This is an optimization exercise on Yosys and OpenROAD, whose aim is small area, a short achievable clock period and few clock cycles per item, not a production implementation.
Only simulation tests tie the RTL to the original design; equivalence was not proved.

==> design.v <==
module oflow_match (
	input  logic        clk,
	input  logic        reset_N,
	input  logic        start,
	input  logic        hist_we,
	input  logic [1:0]  hist_addr,
	input  logic [9:0]  hist_x_tl,
	input  logic [9:0]  hist_y_tl,
	input  logic [9:0]  hist_x_br,
	input  logic [9:0]  hist_y_br,
	input  logic [9:0]  cur_x_tl,
	input  logic [9:0]  cur_y_tl,
	input  logic [9:0]  cur_x_br,
	input  logic [9:0]  cur_y_br,
	output logic        done,
	output logic        busy,
	output logic [1:0]  best_idx,
	output logic [15:0] best_cost,
	output logic        no_match
);
	logic [39:0] hist_q [4];
	logic [3:0]  hval_q;
	always_ff @(posedge clk) begin
		if (hist_we)
			hist_q[hist_addr] <= {hist_x_tl, hist_y_tl, hist_x_br, hist_y_br};
	end
	always_ff @(posedge clk or posedge reset_N) begin
		if (reset_N)
			hval_q <= 4'b0;
		else if (hist_we)
			hval_q[hist_addr] <= 1'b1;
	end
	logic [3:0] cnt_q;
	logic        go;
	assign go = start && !busy;
	always_ff @(posedge clk or posedge reset_N) begin
		if (reset_N) begin
			busy  <= 1'b0;
			cnt_q <= '0;
		end else if (go) begin
			busy  <= 1'b1;
			cnt_q <= 4'd1;
		end else if (busy) begin
			if (cnt_q == 4'd11) begin
				busy  <= 1'b0;
				cnt_q <= '0;
			end else begin
				cnt_q <= cnt_q + 1'b1;
			end
		end
	end
	assign done = busy && (cnt_q == 4'd11);
	logic [39:0] hb;
	always_comb begin
		hb = hist_q[cnt_q[1:0]];
		if (!hval_q[cnt_q[1:0]])
			hb = 40'd0;
	end
	function automatic logic [9:0] span(input logic [9:0] tl, input logic [9:0] br);
		span = (br > tl) ? (br - tl) : 10'd0;
	endfunction
	function automatic logic [1:0] qsel(input logic [4:0] a, input logic [4:0] b, input logic [4:0] m);
		logic [3:0] s, c, y;
		s = a[4:1] ^ b[4:1] ^ m[4:1];
		c = (a[3:0] & b[3:0]) | (a[3:0] & m[3:0]) | (b[3:0] & m[3:0]);
		y = s + c;
		qsel = {!y[3], y[3] && (y != 4'hf)};
	endfunction
	logic [9:0] p0_iw, p0_ih, p0_bw, p0_bh, p0_aw, p0_ah;
	always_comb begin
		p0_iw = span((cur_x_tl > hb[39:30]) ? cur_x_tl : hb[39:30], (cur_x_br < hb[19:10]) ? cur_x_br : hb[19:10]);
		p0_ih = span((cur_y_tl > hb[29:20]) ? cur_y_tl : hb[29:20], (cur_y_br < hb[9:0])   ? cur_y_br : hb[9:0]);
		p0_bw = span(hb[39:30], hb[19:10]);
		p0_bh = span(hb[29:20], hb[9:0]);
		p0_aw = span(cur_x_tl, cur_x_br);
		p0_ah = span(cur_y_tl, cur_y_br);
	end
	logic [9:0] r1_iw;
	logic [9:0] r1_ih;
	logic [9:0] r1_bw;
	logic [9:0] r1_bh;
	logic [9:0] r1_aw;
	logic [9:0] r1_ah;
	always_ff @(posedge clk) begin
		r1_iw <= p0_iw;
		r1_ih <= p0_ih;
		r1_bw <= p0_bw;
		r1_bh <= p0_bh;
		r1_aw <= p0_aw;
		r1_ah <= p0_ah;
	end
	logic [19:0] p1_it, p1_ab, p1_aa;
	assign p1_it = 20'(r1_iw) * r1_ih;
	assign p1_ab = 20'(r1_bw) * r1_bh;
	assign p1_aa = 20'(r1_aw) * r1_ah;
	logic [19:0] r2_it;
	logic [19:0] r2_ab;
	logic [19:0] r2_aa;
	always_ff @(posedge clk) begin
		r2_it <= p1_it;
		r2_ab <= p1_ab;
		r2_aa <= p1_aa;
	end
	logic [20:0] p2_u, p2_u0, p2_u1, p2_u2, p2_u3, p2_u4;
	logic [20:0] p2_x0, p2_x1, p2_x2, p2_x3, p2_x4, p2_xx;
	logic [19:0] p2_dd;
	logic        p2_z;
	assign p2_u  = 21'(r2_aa) + 21'(r2_ab) - 21'(r2_it);
	assign p2_z  = (p2_u == 21'd0);
	assign {p2_u0, p2_x0} = (p2_u[20:5] == 16'd0)   ? {p2_u << 16, 21'(r2_it) << 16} : {p2_u, 21'(r2_it)};
	assign {p2_u1, p2_x1} = (p2_u0[20:13] == 8'd0)  ? {p2_u0 << 8, p2_x0 << 8} : {p2_u0, p2_x0};
	assign {p2_u2, p2_x2} = (p2_u1[20:17] == 4'd0)  ? {p2_u1 << 4, p2_x1 << 4} : {p2_u1, p2_x1};
	assign {p2_u3, p2_x3} = (p2_u2[20:19] == 2'd0)  ? {p2_u2 << 2, p2_x2 << 2} : {p2_u2, p2_x2};
	assign {p2_u4, p2_x4} = (p2_u3[20] == 1'b0)     ? {p2_u3 << 1, p2_x3 << 1} : {p2_u3, p2_x3};
	assign p2_dd = p2_u4[19:0];
	assign p2_xx = p2_x4;
	logic [19:0] r3_dd;
	logic [0:0] r3_z;
	logic [20:0] r3_xx;
	always_ff @(posedge clk) begin
		r3_dd <= p2_dd;
		r3_z <= p2_z;
		r3_xx <= p2_xx;
	end
	logic [22:0] p3_s0_ws0, p3_s0_wc0;
	assign p3_s0_ws0 = {2'b00, r3_xx};
	assign p3_s0_wc0 = 23'd0;
	logic [22:0] p3_s0_a, p3_s0_b, p3_s0_m, p3_s0_c;
	logic [22:0] p3_s0_ws, p3_s0_wc;
	logic [1:0]  p3_s0_cp, p3_s0_cz, p3_s0_cn;
	logic        p3_s0_np, p3_s0_nn;
	assign p3_s0_a   = {p3_s0_ws0[21:0], 1'b0};
	assign p3_s0_b   = {p3_s0_wc0[21:0], 1'b0};
	assign p3_s0_m   = ({23{1'b1}} & ~{3'b001, r3_dd}) | ({23{1'b0}} & {3'b001, r3_dd});
	assign p3_s0_ws  = p3_s0_a ^ p3_s0_b ^ p3_s0_m;
	assign p3_s0_c   = (p3_s0_a & p3_s0_b) | (p3_s0_a & p3_s0_m) | (p3_s0_b & p3_s0_m);
	assign p3_s0_wc  = {p3_s0_c[21:0], 1'b1};
	assign p3_s0_cp  = qsel(p3_s0_a[22:18], p3_s0_b[22:18], ~{3'b001, r3_dd[19:18]});
	assign p3_s0_cz  = qsel(p3_s0_a[22:18], p3_s0_b[22:18], 5'b00000);
	assign p3_s0_cn  = qsel(p3_s0_a[22:18], p3_s0_b[22:18], {3'b001, r3_dd[19:18]});
	assign {p3_s0_np, p3_s0_nn} = 1'b1 ? p3_s0_cp : (1'b0 ? p3_s0_cn : p3_s0_cz);
	logic [0:0] p3_s0_qp, p3_s0_qn;
	assign p3_s0_qp = 1'b1;
	assign p3_s0_qn = 1'b0;
	logic [22:0] p3_s1_a, p3_s1_b, p3_s1_m, p3_s1_c;
	logic [22:0] p3_s1_ws, p3_s1_wc;
	logic [1:0]  p3_s1_cp, p3_s1_cz, p3_s1_cn;
	logic        p3_s1_np, p3_s1_nn;
	assign p3_s1_a   = {p3_s0_ws[21:0], 1'b0};
	assign p3_s1_b   = {p3_s0_wc[21:0], 1'b0};
	assign p3_s1_m   = ({23{p3_s0_np}} & ~{3'b001, r3_dd}) | ({23{p3_s0_nn}} & {3'b001, r3_dd});
	assign p3_s1_ws  = p3_s1_a ^ p3_s1_b ^ p3_s1_m;
	assign p3_s1_c   = (p3_s1_a & p3_s1_b) | (p3_s1_a & p3_s1_m) | (p3_s1_b & p3_s1_m);
	assign p3_s1_wc  = {p3_s1_c[21:0], p3_s0_np};
	assign p3_s1_cp  = qsel(p3_s1_a[22:18], p3_s1_b[22:18], ~{3'b001, r3_dd[19:18]});
	assign p3_s1_cz  = qsel(p3_s1_a[22:18], p3_s1_b[22:18], 5'b00000);
	assign p3_s1_cn  = qsel(p3_s1_a[22:18], p3_s1_b[22:18], {3'b001, r3_dd[19:18]});
	assign {p3_s1_np, p3_s1_nn} = p3_s0_np ? p3_s1_cp : (p3_s0_nn ? p3_s1_cn : p3_s1_cz);
	logic [1:0] p3_s1_qp, p3_s1_qn;
	assign p3_s1_qp = {p3_s0_qp, p3_s0_np};
	assign p3_s1_qn = {p3_s0_qn, p3_s0_nn};
	logic [22:0] p3_s2_a, p3_s2_b, p3_s2_m, p3_s2_c;
	logic [22:0] p3_s2_ws, p3_s2_wc;
	logic [1:0]  p3_s2_cp, p3_s2_cz, p3_s2_cn;
	logic        p3_s2_np, p3_s2_nn;
	assign p3_s2_a   = {p3_s1_ws[21:0], 1'b0};
	assign p3_s2_b   = {p3_s1_wc[21:0], 1'b0};
	assign p3_s2_m   = ({23{p3_s1_np}} & ~{3'b001, r3_dd}) | ({23{p3_s1_nn}} & {3'b001, r3_dd});
	assign p3_s2_ws  = p3_s2_a ^ p3_s2_b ^ p3_s2_m;
	assign p3_s2_c   = (p3_s2_a & p3_s2_b) | (p3_s2_a & p3_s2_m) | (p3_s2_b & p3_s2_m);
	assign p3_s2_wc  = {p3_s2_c[21:0], p3_s1_np};
	assign p3_s2_cp  = qsel(p3_s2_a[22:18], p3_s2_b[22:18], ~{3'b001, r3_dd[19:18]});
	assign p3_s2_cz  = qsel(p3_s2_a[22:18], p3_s2_b[22:18], 5'b00000);
	assign p3_s2_cn  = qsel(p3_s2_a[22:18], p3_s2_b[22:18], {3'b001, r3_dd[19:18]});
	assign {p3_s2_np, p3_s2_nn} = p3_s1_np ? p3_s2_cp : (p3_s1_nn ? p3_s2_cn : p3_s2_cz);
	logic [2:0] p3_s2_qp, p3_s2_qn;
	assign p3_s2_qp = {p3_s1_qp, p3_s1_np};
	assign p3_s2_qn = {p3_s1_qn, p3_s1_nn};
	logic [22:0] p3_s3_a, p3_s3_b, p3_s3_m, p3_s3_c;
	logic [22:0] p3_s3_ws, p3_s3_wc;
	logic [1:0]  p3_s3_cp, p3_s3_cz, p3_s3_cn;
	logic        p3_s3_np, p3_s3_nn;
	assign p3_s3_a   = {p3_s2_ws[21:0], 1'b0};
	assign p3_s3_b   = {p3_s2_wc[21:0], 1'b0};
	assign p3_s3_m   = ({23{p3_s2_np}} & ~{3'b001, r3_dd}) | ({23{p3_s2_nn}} & {3'b001, r3_dd});
	assign p3_s3_ws  = p3_s3_a ^ p3_s3_b ^ p3_s3_m;
	assign p3_s3_c   = (p3_s3_a & p3_s3_b) | (p3_s3_a & p3_s3_m) | (p3_s3_b & p3_s3_m);
	assign p3_s3_wc  = {p3_s3_c[21:0], p3_s2_np};
	assign p3_s3_cp  = qsel(p3_s3_a[22:18], p3_s3_b[22:18], ~{3'b001, r3_dd[19:18]});
	assign p3_s3_cz  = qsel(p3_s3_a[22:18], p3_s3_b[22:18], 5'b00000);
	assign p3_s3_cn  = qsel(p3_s3_a[22:18], p3_s3_b[22:18], {3'b001, r3_dd[19:18]});
	assign {p3_s3_np, p3_s3_nn} = p3_s2_np ? p3_s3_cp : (p3_s2_nn ? p3_s3_cn : p3_s3_cz);
	logic [3:0] p3_s3_qp, p3_s3_qn;
	assign p3_s3_qp = {p3_s2_qp, p3_s2_np};
	assign p3_s3_qn = {p3_s2_qn, p3_s2_nn};
	logic [19:0] r4_dd;
	logic [0:0] r4_z;
	logic [22:0] r4_ws;
	logic [22:0] r4_wc;
	logic [3:0] r4_qp;
	logic [3:0] r4_qn;
	logic [0:0] r4_np;
	logic [0:0] r4_nn;
	always_ff @(posedge clk) begin
		r4_dd <= r3_dd;
		r4_z <= r3_z;
		r4_ws <= p3_s3_ws;
		r4_wc <= p3_s3_wc;
		r4_qp <= p3_s3_qp;
		r4_qn <= p3_s3_qn;
		r4_np <= p3_s3_np;
		r4_nn <= p3_s3_nn;
	end
	logic [22:0] p4_s4_a, p4_s4_b, p4_s4_m, p4_s4_c;
	logic [22:0] p4_s4_ws, p4_s4_wc;
	logic [1:0]  p4_s4_cp, p4_s4_cz, p4_s4_cn;
	logic        p4_s4_np, p4_s4_nn;
	assign p4_s4_a   = {r4_ws[21:0], 1'b0};
	assign p4_s4_b   = {r4_wc[21:0], 1'b0};
	assign p4_s4_m   = ({23{r4_np}} & ~{3'b001, r4_dd}) | ({23{r4_nn}} & {3'b001, r4_dd});
	assign p4_s4_ws  = p4_s4_a ^ p4_s4_b ^ p4_s4_m;
	assign p4_s4_c   = (p4_s4_a & p4_s4_b) | (p4_s4_a & p4_s4_m) | (p4_s4_b & p4_s4_m);
	assign p4_s4_wc  = {p4_s4_c[21:0], r4_np};
	assign p4_s4_cp  = qsel(p4_s4_a[22:18], p4_s4_b[22:18], ~{3'b001, r4_dd[19:18]});
	assign p4_s4_cz  = qsel(p4_s4_a[22:18], p4_s4_b[22:18], 5'b00000);
	assign p4_s4_cn  = qsel(p4_s4_a[22:18], p4_s4_b[22:18], {3'b001, r4_dd[19:18]});
	assign {p4_s4_np, p4_s4_nn} = r4_np ? p4_s4_cp : (r4_nn ? p4_s4_cn : p4_s4_cz);
	logic [4:0] p4_s4_qp, p4_s4_qn;
	assign p4_s4_qp = {r4_qp, r4_np};
	assign p4_s4_qn = {r4_qn, r4_nn};
	logic [22:0] p4_s5_a, p4_s5_b, p4_s5_m, p4_s5_c;
	logic [22:0] p4_s5_ws, p4_s5_wc;
	logic [1:0]  p4_s5_cp, p4_s5_cz, p4_s5_cn;
	logic        p4_s5_np, p4_s5_nn;
	assign p4_s5_a   = {p4_s4_ws[21:0], 1'b0};
	assign p4_s5_b   = {p4_s4_wc[21:0], 1'b0};
	assign p4_s5_m   = ({23{p4_s4_np}} & ~{3'b001, r4_dd}) | ({23{p4_s4_nn}} & {3'b001, r4_dd});
	assign p4_s5_ws  = p4_s5_a ^ p4_s5_b ^ p4_s5_m;
	assign p4_s5_c   = (p4_s5_a & p4_s5_b) | (p4_s5_a & p4_s5_m) | (p4_s5_b & p4_s5_m);
	assign p4_s5_wc  = {p4_s5_c[21:0], p4_s4_np};
	assign p4_s5_cp  = qsel(p4_s5_a[22:18], p4_s5_b[22:18], ~{3'b001, r4_dd[19:18]});
	assign p4_s5_cz  = qsel(p4_s5_a[22:18], p4_s5_b[22:18], 5'b00000);
	assign p4_s5_cn  = qsel(p4_s5_a[22:18], p4_s5_b[22:18], {3'b001, r4_dd[19:18]});
	assign {p4_s5_np, p4_s5_nn} = p4_s4_np ? p4_s5_cp : (p4_s4_nn ? p4_s5_cn : p4_s5_cz);
	logic [5:0] p4_s5_qp, p4_s5_qn;
	assign p4_s5_qp = {p4_s4_qp, p4_s4_np};
	assign p4_s5_qn = {p4_s4_qn, p4_s4_nn};
	logic [22:0] p4_s6_a, p4_s6_b, p4_s6_m, p4_s6_c;
	logic [22:0] p4_s6_ws, p4_s6_wc;
	logic [1:0]  p4_s6_cp, p4_s6_cz, p4_s6_cn;
	logic        p4_s6_np, p4_s6_nn;
	assign p4_s6_a   = {p4_s5_ws[21:0], 1'b0};
	assign p4_s6_b   = {p4_s5_wc[21:0], 1'b0};
	assign p4_s6_m   = ({23{p4_s5_np}} & ~{3'b001, r4_dd}) | ({23{p4_s5_nn}} & {3'b001, r4_dd});
	assign p4_s6_ws  = p4_s6_a ^ p4_s6_b ^ p4_s6_m;
	assign p4_s6_c   = (p4_s6_a & p4_s6_b) | (p4_s6_a & p4_s6_m) | (p4_s6_b & p4_s6_m);
	assign p4_s6_wc  = {p4_s6_c[21:0], p4_s5_np};
	assign p4_s6_cp  = qsel(p4_s6_a[22:18], p4_s6_b[22:18], ~{3'b001, r4_dd[19:18]});
	assign p4_s6_cz  = qsel(p4_s6_a[22:18], p4_s6_b[22:18], 5'b00000);
	assign p4_s6_cn  = qsel(p4_s6_a[22:18], p4_s6_b[22:18], {3'b001, r4_dd[19:18]});
	assign {p4_s6_np, p4_s6_nn} = p4_s5_np ? p4_s6_cp : (p4_s5_nn ? p4_s6_cn : p4_s6_cz);
	logic [6:0] p4_s6_qp, p4_s6_qn;
	assign p4_s6_qp = {p4_s5_qp, p4_s5_np};
	assign p4_s6_qn = {p4_s5_qn, p4_s5_nn};
	logic [22:0] p4_s7_a, p4_s7_b, p4_s7_m, p4_s7_c;
	logic [22:0] p4_s7_ws, p4_s7_wc;
	logic [1:0]  p4_s7_cp, p4_s7_cz, p4_s7_cn;
	logic        p4_s7_np, p4_s7_nn;
	assign p4_s7_a   = {p4_s6_ws[21:0], 1'b0};
	assign p4_s7_b   = {p4_s6_wc[21:0], 1'b0};
	assign p4_s7_m   = ({23{p4_s6_np}} & ~{3'b001, r4_dd}) | ({23{p4_s6_nn}} & {3'b001, r4_dd});
	assign p4_s7_ws  = p4_s7_a ^ p4_s7_b ^ p4_s7_m;
	assign p4_s7_c   = (p4_s7_a & p4_s7_b) | (p4_s7_a & p4_s7_m) | (p4_s7_b & p4_s7_m);
	assign p4_s7_wc  = {p4_s7_c[21:0], p4_s6_np};
	assign p4_s7_cp  = qsel(p4_s7_a[22:18], p4_s7_b[22:18], ~{3'b001, r4_dd[19:18]});
	assign p4_s7_cz  = qsel(p4_s7_a[22:18], p4_s7_b[22:18], 5'b00000);
	assign p4_s7_cn  = qsel(p4_s7_a[22:18], p4_s7_b[22:18], {3'b001, r4_dd[19:18]});
	assign {p4_s7_np, p4_s7_nn} = p4_s6_np ? p4_s7_cp : (p4_s6_nn ? p4_s7_cn : p4_s7_cz);
	logic [7:0] p4_s7_qp, p4_s7_qn;
	assign p4_s7_qp = {p4_s6_qp, p4_s6_np};
	assign p4_s7_qn = {p4_s6_qn, p4_s6_nn};
	logic [19:0] r5_dd;
	logic [0:0] r5_z;
	logic [22:0] r5_ws;
	logic [22:0] r5_wc;
	logic [7:0] r5_qp;
	logic [7:0] r5_qn;
	logic [0:0] r5_np;
	logic [0:0] r5_nn;
	always_ff @(posedge clk) begin
		r5_dd <= r4_dd;
		r5_z <= r4_z;
		r5_ws <= p4_s7_ws;
		r5_wc <= p4_s7_wc;
		r5_qp <= p4_s7_qp;
		r5_qn <= p4_s7_qn;
		r5_np <= p4_s7_np;
		r5_nn <= p4_s7_nn;
	end
	logic [22:0] p5_s8_a, p5_s8_b, p5_s8_m, p5_s8_c;
	logic [22:0] p5_s8_ws, p5_s8_wc;
	logic [1:0]  p5_s8_cp, p5_s8_cz, p5_s8_cn;
	logic        p5_s8_np, p5_s8_nn;
	assign p5_s8_a   = {r5_ws[21:0], 1'b0};
	assign p5_s8_b   = {r5_wc[21:0], 1'b0};
	assign p5_s8_m   = ({23{r5_np}} & ~{3'b001, r5_dd}) | ({23{r5_nn}} & {3'b001, r5_dd});
	assign p5_s8_ws  = p5_s8_a ^ p5_s8_b ^ p5_s8_m;
	assign p5_s8_c   = (p5_s8_a & p5_s8_b) | (p5_s8_a & p5_s8_m) | (p5_s8_b & p5_s8_m);
	assign p5_s8_wc  = {p5_s8_c[21:0], r5_np};
	assign p5_s8_cp  = qsel(p5_s8_a[22:18], p5_s8_b[22:18], ~{3'b001, r5_dd[19:18]});
	assign p5_s8_cz  = qsel(p5_s8_a[22:18], p5_s8_b[22:18], 5'b00000);
	assign p5_s8_cn  = qsel(p5_s8_a[22:18], p5_s8_b[22:18], {3'b001, r5_dd[19:18]});
	assign {p5_s8_np, p5_s8_nn} = r5_np ? p5_s8_cp : (r5_nn ? p5_s8_cn : p5_s8_cz);
	logic [8:0] p5_s8_qp, p5_s8_qn;
	assign p5_s8_qp = {r5_qp, r5_np};
	assign p5_s8_qn = {r5_qn, r5_nn};
	logic [22:0] p5_s9_a, p5_s9_b, p5_s9_m, p5_s9_c;
	logic [22:0] p5_s9_ws, p5_s9_wc;
	logic [1:0]  p5_s9_cp, p5_s9_cz, p5_s9_cn;
	logic        p5_s9_np, p5_s9_nn;
	assign p5_s9_a   = {p5_s8_ws[21:0], 1'b0};
	assign p5_s9_b   = {p5_s8_wc[21:0], 1'b0};
	assign p5_s9_m   = ({23{p5_s8_np}} & ~{3'b001, r5_dd}) | ({23{p5_s8_nn}} & {3'b001, r5_dd});
	assign p5_s9_ws  = p5_s9_a ^ p5_s9_b ^ p5_s9_m;
	assign p5_s9_c   = (p5_s9_a & p5_s9_b) | (p5_s9_a & p5_s9_m) | (p5_s9_b & p5_s9_m);
	assign p5_s9_wc  = {p5_s9_c[21:0], p5_s8_np};
	assign p5_s9_cp  = qsel(p5_s9_a[22:18], p5_s9_b[22:18], ~{3'b001, r5_dd[19:18]});
	assign p5_s9_cz  = qsel(p5_s9_a[22:18], p5_s9_b[22:18], 5'b00000);
	assign p5_s9_cn  = qsel(p5_s9_a[22:18], p5_s9_b[22:18], {3'b001, r5_dd[19:18]});
	assign {p5_s9_np, p5_s9_nn} = p5_s8_np ? p5_s9_cp : (p5_s8_nn ? p5_s9_cn : p5_s9_cz);
	logic [9:0] p5_s9_qp, p5_s9_qn;
	assign p5_s9_qp = {p5_s8_qp, p5_s8_np};
	assign p5_s9_qn = {p5_s8_qn, p5_s8_nn};
	logic [22:0] p5_s10_a, p5_s10_b, p5_s10_m, p5_s10_c;
	logic [22:0] p5_s10_ws, p5_s10_wc;
	logic [1:0]  p5_s10_cp, p5_s10_cz, p5_s10_cn;
	logic        p5_s10_np, p5_s10_nn;
	assign p5_s10_a   = {p5_s9_ws[21:0], 1'b0};
	assign p5_s10_b   = {p5_s9_wc[21:0], 1'b0};
	assign p5_s10_m   = ({23{p5_s9_np}} & ~{3'b001, r5_dd}) | ({23{p5_s9_nn}} & {3'b001, r5_dd});
	assign p5_s10_ws  = p5_s10_a ^ p5_s10_b ^ p5_s10_m;
	assign p5_s10_c   = (p5_s10_a & p5_s10_b) | (p5_s10_a & p5_s10_m) | (p5_s10_b & p5_s10_m);
	assign p5_s10_wc  = {p5_s10_c[21:0], p5_s9_np};
	assign p5_s10_cp  = qsel(p5_s10_a[22:18], p5_s10_b[22:18], ~{3'b001, r5_dd[19:18]});
	assign p5_s10_cz  = qsel(p5_s10_a[22:18], p5_s10_b[22:18], 5'b00000);
	assign p5_s10_cn  = qsel(p5_s10_a[22:18], p5_s10_b[22:18], {3'b001, r5_dd[19:18]});
	assign {p5_s10_np, p5_s10_nn} = p5_s9_np ? p5_s10_cp : (p5_s9_nn ? p5_s10_cn : p5_s10_cz);
	logic [10:0] p5_s10_qp, p5_s10_qn;
	assign p5_s10_qp = {p5_s9_qp, p5_s9_np};
	assign p5_s10_qn = {p5_s9_qn, p5_s9_nn};
	logic [22:0] p5_s11_a, p5_s11_b, p5_s11_m, p5_s11_c;
	logic [22:0] p5_s11_ws, p5_s11_wc;
	logic [1:0]  p5_s11_cp, p5_s11_cz, p5_s11_cn;
	logic        p5_s11_np, p5_s11_nn;
	assign p5_s11_a   = {p5_s10_ws[21:0], 1'b0};
	assign p5_s11_b   = {p5_s10_wc[21:0], 1'b0};
	assign p5_s11_m   = ({23{p5_s10_np}} & ~{3'b001, r5_dd}) | ({23{p5_s10_nn}} & {3'b001, r5_dd});
	assign p5_s11_ws  = p5_s11_a ^ p5_s11_b ^ p5_s11_m;
	assign p5_s11_c   = (p5_s11_a & p5_s11_b) | (p5_s11_a & p5_s11_m) | (p5_s11_b & p5_s11_m);
	assign p5_s11_wc  = {p5_s11_c[21:0], p5_s10_np};
	assign p5_s11_cp  = qsel(p5_s11_a[22:18], p5_s11_b[22:18], ~{3'b001, r5_dd[19:18]});
	assign p5_s11_cz  = qsel(p5_s11_a[22:18], p5_s11_b[22:18], 5'b00000);
	assign p5_s11_cn  = qsel(p5_s11_a[22:18], p5_s11_b[22:18], {3'b001, r5_dd[19:18]});
	assign {p5_s11_np, p5_s11_nn} = p5_s10_np ? p5_s11_cp : (p5_s10_nn ? p5_s11_cn : p5_s11_cz);
	logic [11:0] p5_s11_qp, p5_s11_qn;
	assign p5_s11_qp = {p5_s10_qp, p5_s10_np};
	assign p5_s11_qn = {p5_s10_qn, p5_s10_nn};
	logic [19:0] r6_dd;
	logic [0:0] r6_z;
	logic [22:0] r6_ws;
	logic [22:0] r6_wc;
	logic [11:0] r6_qp;
	logic [11:0] r6_qn;
	logic [0:0] r6_np;
	logic [0:0] r6_nn;
	always_ff @(posedge clk) begin
		r6_dd <= r5_dd;
		r6_z <= r5_z;
		r6_ws <= p5_s11_ws;
		r6_wc <= p5_s11_wc;
		r6_qp <= p5_s11_qp;
		r6_qn <= p5_s11_qn;
		r6_np <= p5_s11_np;
		r6_nn <= p5_s11_nn;
	end
	logic [22:0] p6_s12_a, p6_s12_b, p6_s12_m, p6_s12_c;
	logic [22:0] p6_s12_ws, p6_s12_wc;
	logic [1:0]  p6_s12_cp, p6_s12_cz, p6_s12_cn;
	logic        p6_s12_np, p6_s12_nn;
	assign p6_s12_a   = {r6_ws[21:0], 1'b0};
	assign p6_s12_b   = {r6_wc[21:0], 1'b0};
	assign p6_s12_m   = ({23{r6_np}} & ~{3'b001, r6_dd}) | ({23{r6_nn}} & {3'b001, r6_dd});
	assign p6_s12_ws  = p6_s12_a ^ p6_s12_b ^ p6_s12_m;
	assign p6_s12_c   = (p6_s12_a & p6_s12_b) | (p6_s12_a & p6_s12_m) | (p6_s12_b & p6_s12_m);
	assign p6_s12_wc  = {p6_s12_c[21:0], r6_np};
	assign p6_s12_cp  = qsel(p6_s12_a[22:18], p6_s12_b[22:18], ~{3'b001, r6_dd[19:18]});
	assign p6_s12_cz  = qsel(p6_s12_a[22:18], p6_s12_b[22:18], 5'b00000);
	assign p6_s12_cn  = qsel(p6_s12_a[22:18], p6_s12_b[22:18], {3'b001, r6_dd[19:18]});
	assign {p6_s12_np, p6_s12_nn} = r6_np ? p6_s12_cp : (r6_nn ? p6_s12_cn : p6_s12_cz);
	logic [12:0] p6_s12_qp, p6_s12_qn;
	assign p6_s12_qp = {r6_qp, r6_np};
	assign p6_s12_qn = {r6_qn, r6_nn};
	logic [22:0] p6_s13_a, p6_s13_b, p6_s13_m, p6_s13_c;
	logic [22:0] p6_s13_ws, p6_s13_wc;
	logic [1:0]  p6_s13_cp, p6_s13_cz, p6_s13_cn;
	logic        p6_s13_np, p6_s13_nn;
	assign p6_s13_a   = {p6_s12_ws[21:0], 1'b0};
	assign p6_s13_b   = {p6_s12_wc[21:0], 1'b0};
	assign p6_s13_m   = ({23{p6_s12_np}} & ~{3'b001, r6_dd}) | ({23{p6_s12_nn}} & {3'b001, r6_dd});
	assign p6_s13_ws  = p6_s13_a ^ p6_s13_b ^ p6_s13_m;
	assign p6_s13_c   = (p6_s13_a & p6_s13_b) | (p6_s13_a & p6_s13_m) | (p6_s13_b & p6_s13_m);
	assign p6_s13_wc  = {p6_s13_c[21:0], p6_s12_np};
	assign p6_s13_cp  = qsel(p6_s13_a[22:18], p6_s13_b[22:18], ~{3'b001, r6_dd[19:18]});
	assign p6_s13_cz  = qsel(p6_s13_a[22:18], p6_s13_b[22:18], 5'b00000);
	assign p6_s13_cn  = qsel(p6_s13_a[22:18], p6_s13_b[22:18], {3'b001, r6_dd[19:18]});
	assign {p6_s13_np, p6_s13_nn} = p6_s12_np ? p6_s13_cp : (p6_s12_nn ? p6_s13_cn : p6_s13_cz);
	logic [13:0] p6_s13_qp, p6_s13_qn;
	assign p6_s13_qp = {p6_s12_qp, p6_s12_np};
	assign p6_s13_qn = {p6_s12_qn, p6_s12_nn};
	logic [22:0] p6_s14_a, p6_s14_b, p6_s14_m, p6_s14_c;
	logic [22:0] p6_s14_ws, p6_s14_wc;
	logic [1:0]  p6_s14_cp, p6_s14_cz, p6_s14_cn;
	logic        p6_s14_np, p6_s14_nn;
	assign p6_s14_a   = {p6_s13_ws[21:0], 1'b0};
	assign p6_s14_b   = {p6_s13_wc[21:0], 1'b0};
	assign p6_s14_m   = ({23{p6_s13_np}} & ~{3'b001, r6_dd}) | ({23{p6_s13_nn}} & {3'b001, r6_dd});
	assign p6_s14_ws  = p6_s14_a ^ p6_s14_b ^ p6_s14_m;
	assign p6_s14_c   = (p6_s14_a & p6_s14_b) | (p6_s14_a & p6_s14_m) | (p6_s14_b & p6_s14_m);
	assign p6_s14_wc  = {p6_s14_c[21:0], p6_s13_np};
	assign p6_s14_cp  = qsel(p6_s14_a[22:18], p6_s14_b[22:18], ~{3'b001, r6_dd[19:18]});
	assign p6_s14_cz  = qsel(p6_s14_a[22:18], p6_s14_b[22:18], 5'b00000);
	assign p6_s14_cn  = qsel(p6_s14_a[22:18], p6_s14_b[22:18], {3'b001, r6_dd[19:18]});
	assign {p6_s14_np, p6_s14_nn} = p6_s13_np ? p6_s14_cp : (p6_s13_nn ? p6_s14_cn : p6_s14_cz);
	logic [14:0] p6_s14_qp, p6_s14_qn;
	assign p6_s14_qp = {p6_s13_qp, p6_s13_np};
	assign p6_s14_qn = {p6_s13_qn, p6_s13_nn};
	logic [22:0] p6_s15_a, p6_s15_b, p6_s15_m, p6_s15_c;
	logic [22:0] p6_s15_ws, p6_s15_wc;
	logic [1:0]  p6_s15_cp, p6_s15_cz, p6_s15_cn;
	logic        p6_s15_np, p6_s15_nn;
	assign p6_s15_a   = {p6_s14_ws[21:0], 1'b0};
	assign p6_s15_b   = {p6_s14_wc[21:0], 1'b0};
	assign p6_s15_m   = ({23{p6_s14_np}} & ~{3'b001, r6_dd}) | ({23{p6_s14_nn}} & {3'b001, r6_dd});
	assign p6_s15_ws  = p6_s15_a ^ p6_s15_b ^ p6_s15_m;
	assign p6_s15_c   = (p6_s15_a & p6_s15_b) | (p6_s15_a & p6_s15_m) | (p6_s15_b & p6_s15_m);
	assign p6_s15_wc  = {p6_s15_c[21:0], p6_s14_np};
	assign p6_s15_cp  = qsel(p6_s15_a[22:18], p6_s15_b[22:18], ~{3'b001, r6_dd[19:18]});
	assign p6_s15_cz  = qsel(p6_s15_a[22:18], p6_s15_b[22:18], 5'b00000);
	assign p6_s15_cn  = qsel(p6_s15_a[22:18], p6_s15_b[22:18], {3'b001, r6_dd[19:18]});
	assign {p6_s15_np, p6_s15_nn} = p6_s14_np ? p6_s15_cp : (p6_s14_nn ? p6_s15_cn : p6_s15_cz);
	logic [15:0] p6_s15_qp, p6_s15_qn;
	assign p6_s15_qp = {p6_s14_qp, p6_s14_np};
	assign p6_s15_qn = {p6_s14_qn, p6_s14_nn};
	logic [19:0] r7_dd;
	logic [0:0] r7_z;
	logic [22:0] r7_ws;
	logic [22:0] r7_wc;
	logic [15:0] r7_qp;
	logic [15:0] r7_qn;
	logic [0:0] r7_np;
	logic [0:0] r7_nn;
	always_ff @(posedge clk) begin
		r7_dd <= r6_dd;
		r7_z <= r6_z;
		r7_ws <= p6_s15_ws;
		r7_wc <= p6_s15_wc;
		r7_qp <= p6_s15_qp;
		r7_qn <= p6_s15_qn;
		r7_np <= p6_s15_np;
		r7_nn <= p6_s15_nn;
	end
	logic [22:0] p7_wsum;
	logic [15:0] p7_cost;
	assign p7_wsum = r7_ws + r7_wc;
	assign p7_cost = r7_z ? 16'hffff : (~r7_qp + r7_qn + 16'(p7_wsum[22]));
	logic [15:0] lc_q;       
	logic [15:0] bc_q;       
	logic [1:0]  bi_q;
	logic        take_l;
	always_ff @(posedge clk or posedge reset_N) begin
		if (reset_N) begin
			lc_q <= 16'hffff;
			bc_q <= 16'hffff;
			bi_q <= 2'd0;
		end else if (busy) begin
			if (cnt_q >= 4'd7 && cnt_q <= 4'd10)
				lc_q <= p7_cost;
			if (cnt_q == 4'd8 || (cnt_q >= 4'd9 && cnt_q <= 4'd10 && lc_q < bc_q)) begin
				bc_q <= lc_q;
				bi_q <= 2'(cnt_q - 4'd8);
			end
		end
	end
	assign take_l    = (lc_q < bc_q);
	assign best_cost = take_l ? lc_q : bc_q;
	assign best_idx  = take_l ? 2'd3 : bi_q;
	assign no_match  = (best_cost > 16'he000);
endmodule
==> run.sh <==
#!/bin/bash
# synth_recipe.tcl (not shown) runs the flow's synth.tcl, then flattens the netlist and writes it again
# the make line also repeats each setting of config.mk as NAME=value (left out here)
make -C /OpenROAD-flow-scripts/flow DESIGN_CONFIG=/design/flow/config.mk WORK_HOME=/design/flow/orfs CLKGATE_MAP_FILE= SYNTH_SCRIPT=/design/flow/synth_recipe.tcl finish
==> config.mk <==
export PLATFORM = sky130hd
export DESIGN_NAME = oflow_match
export DESIGN_NICKNAME = oflow_match
export VERILOG_FILES = /design/flow/design.v
export SDC_FILE = /design/flow/constraint.sdc
export NUM_CORES = 4
export LEC_CHECK = 0
export CAP_MARGIN = 20
export CORE_MARGIN = 2
export CORE_UTILIZATION = 40
export SLEW_MARGIN = 20
==> constraint.sdc <==
create_clock -name core_clock -period 9.0 [get_ports {clk}]
set_input_delay 1.8000 -clock core_clock [delete_from_list [all_inputs] [get_ports {clk}]]
set_output_delay 1.8000 -clock core_clock [all_outputs]
set_load 0.01 [all_outputs]
==> summary.txt <==
Core area -> 136000 um2
Top_reg_cell synth -> dfxtp_1
Crit path capture type -> flop
Worst min path class -> flop to flop
CP arrival -> 7.62 ns
Hpwl dp -> 103 mm
Post-synthesis cell type count -> 98
Io pins -> 107
Vert. Die Dim -> 375 um
First-pass GRT wire length -> 209 mm
Fmax achieved -> 142 MHz
CTS sink cnt -> 677
Vias in the first global route -> 39000
Hold Crit Depth -> 0
Detail Route Antenna Nets -> 0
Vias -> 36900
Minimum clock period -> 7.06 ns
CTS tree -> built
Max_slew headroom -> 30.5%
Startpoint types -> flop
Clock skew -> 0.0431 ns
Final cell count without fillers -> 7369
Critical Path RT -> 9.56 ns
Met3 WL -> 5.69 mm
Clk slew on worst S/H paths -> 0.07 ns
CTS H-tree lvls -> 3
DRC viols -> 0
Ys Warns -> 1
Crit path kind -> flop to flop
Adder-Cell Fraction of Synth Area -> 34.0%
Slew @ Worst Pin -> 1.04 ns
DR vias/cell -> 5.01
Port bufs -> 106
Post-CTS Hold Buffers -> 0
Synth Register Bits -> 677
Share of cells above drive strength 1 -> 7.05%
GPL Wtd Cong -> 0.854
Std cell rows -> 135
Compound-cell area share of the yosys netlist -> 10.1%
Area grow syn2layout -> 10.6%
Post-Syn Area -> 54900 um2
Slew Limit Fails -> 0
Placed insts -> 7221
Post-Synth XOR/XNOR Area -> 4.44%
DRT Pass-1 Iters -> 6
Simple-gate share of the synthesized area -> 9.29%
Area of the multi-input gates -> 35300 um2
Largest net degree at the start of global routing -> 44
Drt wl/cell -> 17.4 um
Syn Nets -> 6728
Die Area -> 140000 um2
Period utilisation layout -> 78.4%
CTS resizes -> 0
Setup_tns -> 0 ns
Root buffer cell -> clkbuf_16
CP Max Fanout -> 24
Final WL -> 128 mm
Avg Cell Area, Syn -> 10.0 um2
Initial antenna violation count -> 6
Longest Clk Path Bufs -> 3
Post-synth EDFFs -> 160
Iteration-0 DRC Markers -> 1983
Gr ovfl total -> 0
Largest family of logic cells by synthesized area -> adder cells
Nets -> 6759
RSZ-0062 raised after global routing -> false
Filler Cell Count -> 12800
Met2 WL -> 63.9 mm
GRT Overall Usage -> 18.6%
Async SR Flop Fraction -> 6.35%
Seq/Total Area, Yosys -> 28.0%
Post-CTS Setup Bufs -> 0
Hold Violations, Final -> 0
Post-Synthesis Cells -> 5491
Clock latency (worst-skew pair) -> 0.69 ns
Starting Density -> 40.4%
Reg2Reg Depth -> 25
Setup violators final -> 0
Register area -> 15400 um2
WL met1 -> 54.3 mm
Chip Width -> 375 um
Mux share of post-synthesis cell area -> 6.12%
Num CTS Buffers -> 80
Status -> timing/DRC/antenna clean
DR top layer -> met5
Max Cap Viol -> 0
[registers in the layout, summed over array words and instances, names as in the netlist, 21 cells and up]
name and flops:
hist_q 160, r3_xx 21, r4_ws 22, r5_ws 22, r6_ws 22, r7_wc 21, r7_ws 23
[per-stage QoR]
stage / hold slack, ns / setup slack (ns) / area [um2] / util, %
CTS: 0.296 / 1.91 / 60800 / 44.7
detailed placement: 0.312 / 1.76 / 57800 / 42.5
finish: 0.308 / 1.94 / 60800 / 44.7
global placement: 0.310 / 1.78 / 57800 / 42.5
floorplan: 0.310 / 2.08 / 54900 / -
global route: 0.328 / 1.32 / 60800 / 44.7
[final cells by class]
type / instances / area share, %
sequential: 677 / 25.4
clock buffer: 96 / 3.54
antenna: 3 / 0.0123
multi-input combinational: 3659 / 58.0
inverter: 959 / 5.92
tap: 1781 / 3.67
clock inverter: 49 / 1.26
timing repair buffer: 145 / 2.23
[final timing paths]
kind                                        from              endpoint  slack (ns)
worst min-delay path            r5_qn[0]$_DFF_P_      r6_qn[4]$_DFF_P_        0.31
worst max-delay path               r4_nn$_DFF_P_         r5_nn$_DFF_P_        1.94
worst max register to register     r4_nn$_DFF_P_         r5_nn$_DFF_P_        1.94
min in group asynchronous                reset_N        busy$_DFF_PP0_        1.55
max in group asynchronous                reset_N  cnt_q[0]$_DFFE_PP0P_        7.05
worst min register to register  r5_qn[0]$_DFF_P_      r6_qn[4]$_DFF_P_        0.31
[layer usage]
metal,GRT usage [%],up-vias
met5,0,-
met4,6.53,6
met3,3.05,220
met2,32.8,693
met1,23.0,18100
li1,-,17900
[synth_stat cells (all sizes together), types with 7 or more instances]
| cell | number | area, um2 |
|---|---|---|
| inv | 957 | 3590 |
| ha | 582 | 7280 |
| fa | 569 | 11400 |
| dfxtp | 474 | 9490 |
| nand2 | 404 | 1520 |
| nor2 | 282 | 1070 |
| a21oi | 262 | 1320 |
| o21ai | 221 | 1110 |
| xnor2 | 183 | 1600 |
| and2 | 170 | 1070 |
| edfxtp | 160 | 4800 |
| clkbuf | 159 | 597 |
| mux2i | 147 | 1470 |
| a21o | 139 | 1040 |
| mux2 | 86 | 968 |
| xor2 | 85 | 744 |
| o21bai | 47 | 357 |
| nor3 | 42 | 221 |
| mux4 | 41 | 923 |
| nor2b | 40 | 258 |
| buf | 37 | 226 |
| a31oi | 32 | 230 |
| dfstp | 32 | 841 |
| nand2b | 29 | 181 |
| nand3 | 27 | 135 |
| o21a | 27 | 203 |
| nand4 | 24 | 150 |
| a211oi | 20 | 155 |
| o31ai | 17 | 141 |
| o211ai | 16 | 120 |
| nor3b | 13 | 97.6 |
| and3 | 12 | 80.1 |
| dfrtp | 11 | 275 |
| nand3b | 10 | 75.1 |
| o22ai | 10 | 62.6 |
| or2 | 10 | 62.6 |
| a211o | 8 | 70.1 |
| a311oi | 8 | 70.1 |
| a41oi | 7 | 61.3 |
| nor4 | 7 | 50.1 |
[cell usage in the layout (no fill, tap or decap), drive strengths merged, types with 42 or more instances in the layout]
cell type / count
o21bai: 47
dfxtp: 474
a21o: 139
fa: 569
and2: 170
mux2i: 147
a21oi: 262
clkdlybuf4s50: 106
ha: 582
mux2: 86
xor2: 85
clkbuf: 96
nor2: 282
xnor2: 183
nor3: 42
edfxtp: 160
nand2: 404
inv: 963
o21ai: 221
[critical path, stage by stage, from the launching register on]
cell and delay, ns:
dfxtp_1 0.98, mux2i_1 0.24, fa_1 0.61, inv_1 0.09, ha_1 0.33, inv_1 0.19, ha_1 0.27, a21o_1 0.16
a21oi_1 0.17, and2_1 0.17, a311oi_1 0.06, mux2_2 0.28, o21ai_2 0.46, a21oi_1 0.19, fa_1 0.67, ha_1 0.30
inv_1 0.18, ha_1 0.26, a21o_1 0.18, a21oi_1 0.22, xor2_1 0.20, xnor2_1 0.14, a31oi_1 0.08, mux2i_1 0.14
a21oi_1 0.08, mux2_2 0.28
[kinds of logic after synthesis]
group / Yosys count
AOI/OAI and AO/OA: 876
xor gates and xnor gates: 272
adders and majority gates: 1151
buffers and inverters: 1155
DFF: 677
muxes: 274
and+or+nand+nor: 1086
Testbench counts, summed over its fixed seeds: cycles 6,699, runs 512.

## port drivers added, routing unchanged
No port has a modelled driver above. Below, the same layout with a new extraction and two added sets of constraints.
Step 1, drivers: a clkbuf_16 drives clk and a buf_2 each remaining input, both assumed.
Step 2 also shifts input and output timing later by t, the mid clock arrival at the registers, as if the neighbouring blocks saw the same clock.
Three values: ideal ports, drivers, drivers and shift; two values: the first two.
shift t [ns]: 0.752
setup WS [ns]: 1.941 / 1.941 / 1.812
worst register clock-pin slew, ns: 0.07 / 0.07
worst data-port slew with drivers (ns): 0.10
cell pins on the clock port's net: 1
After both steps setup and hold are still met in this run. For this run, drivers alone change the setup slack by 0.000 ns; drivers and shift together by -0.129 ns.
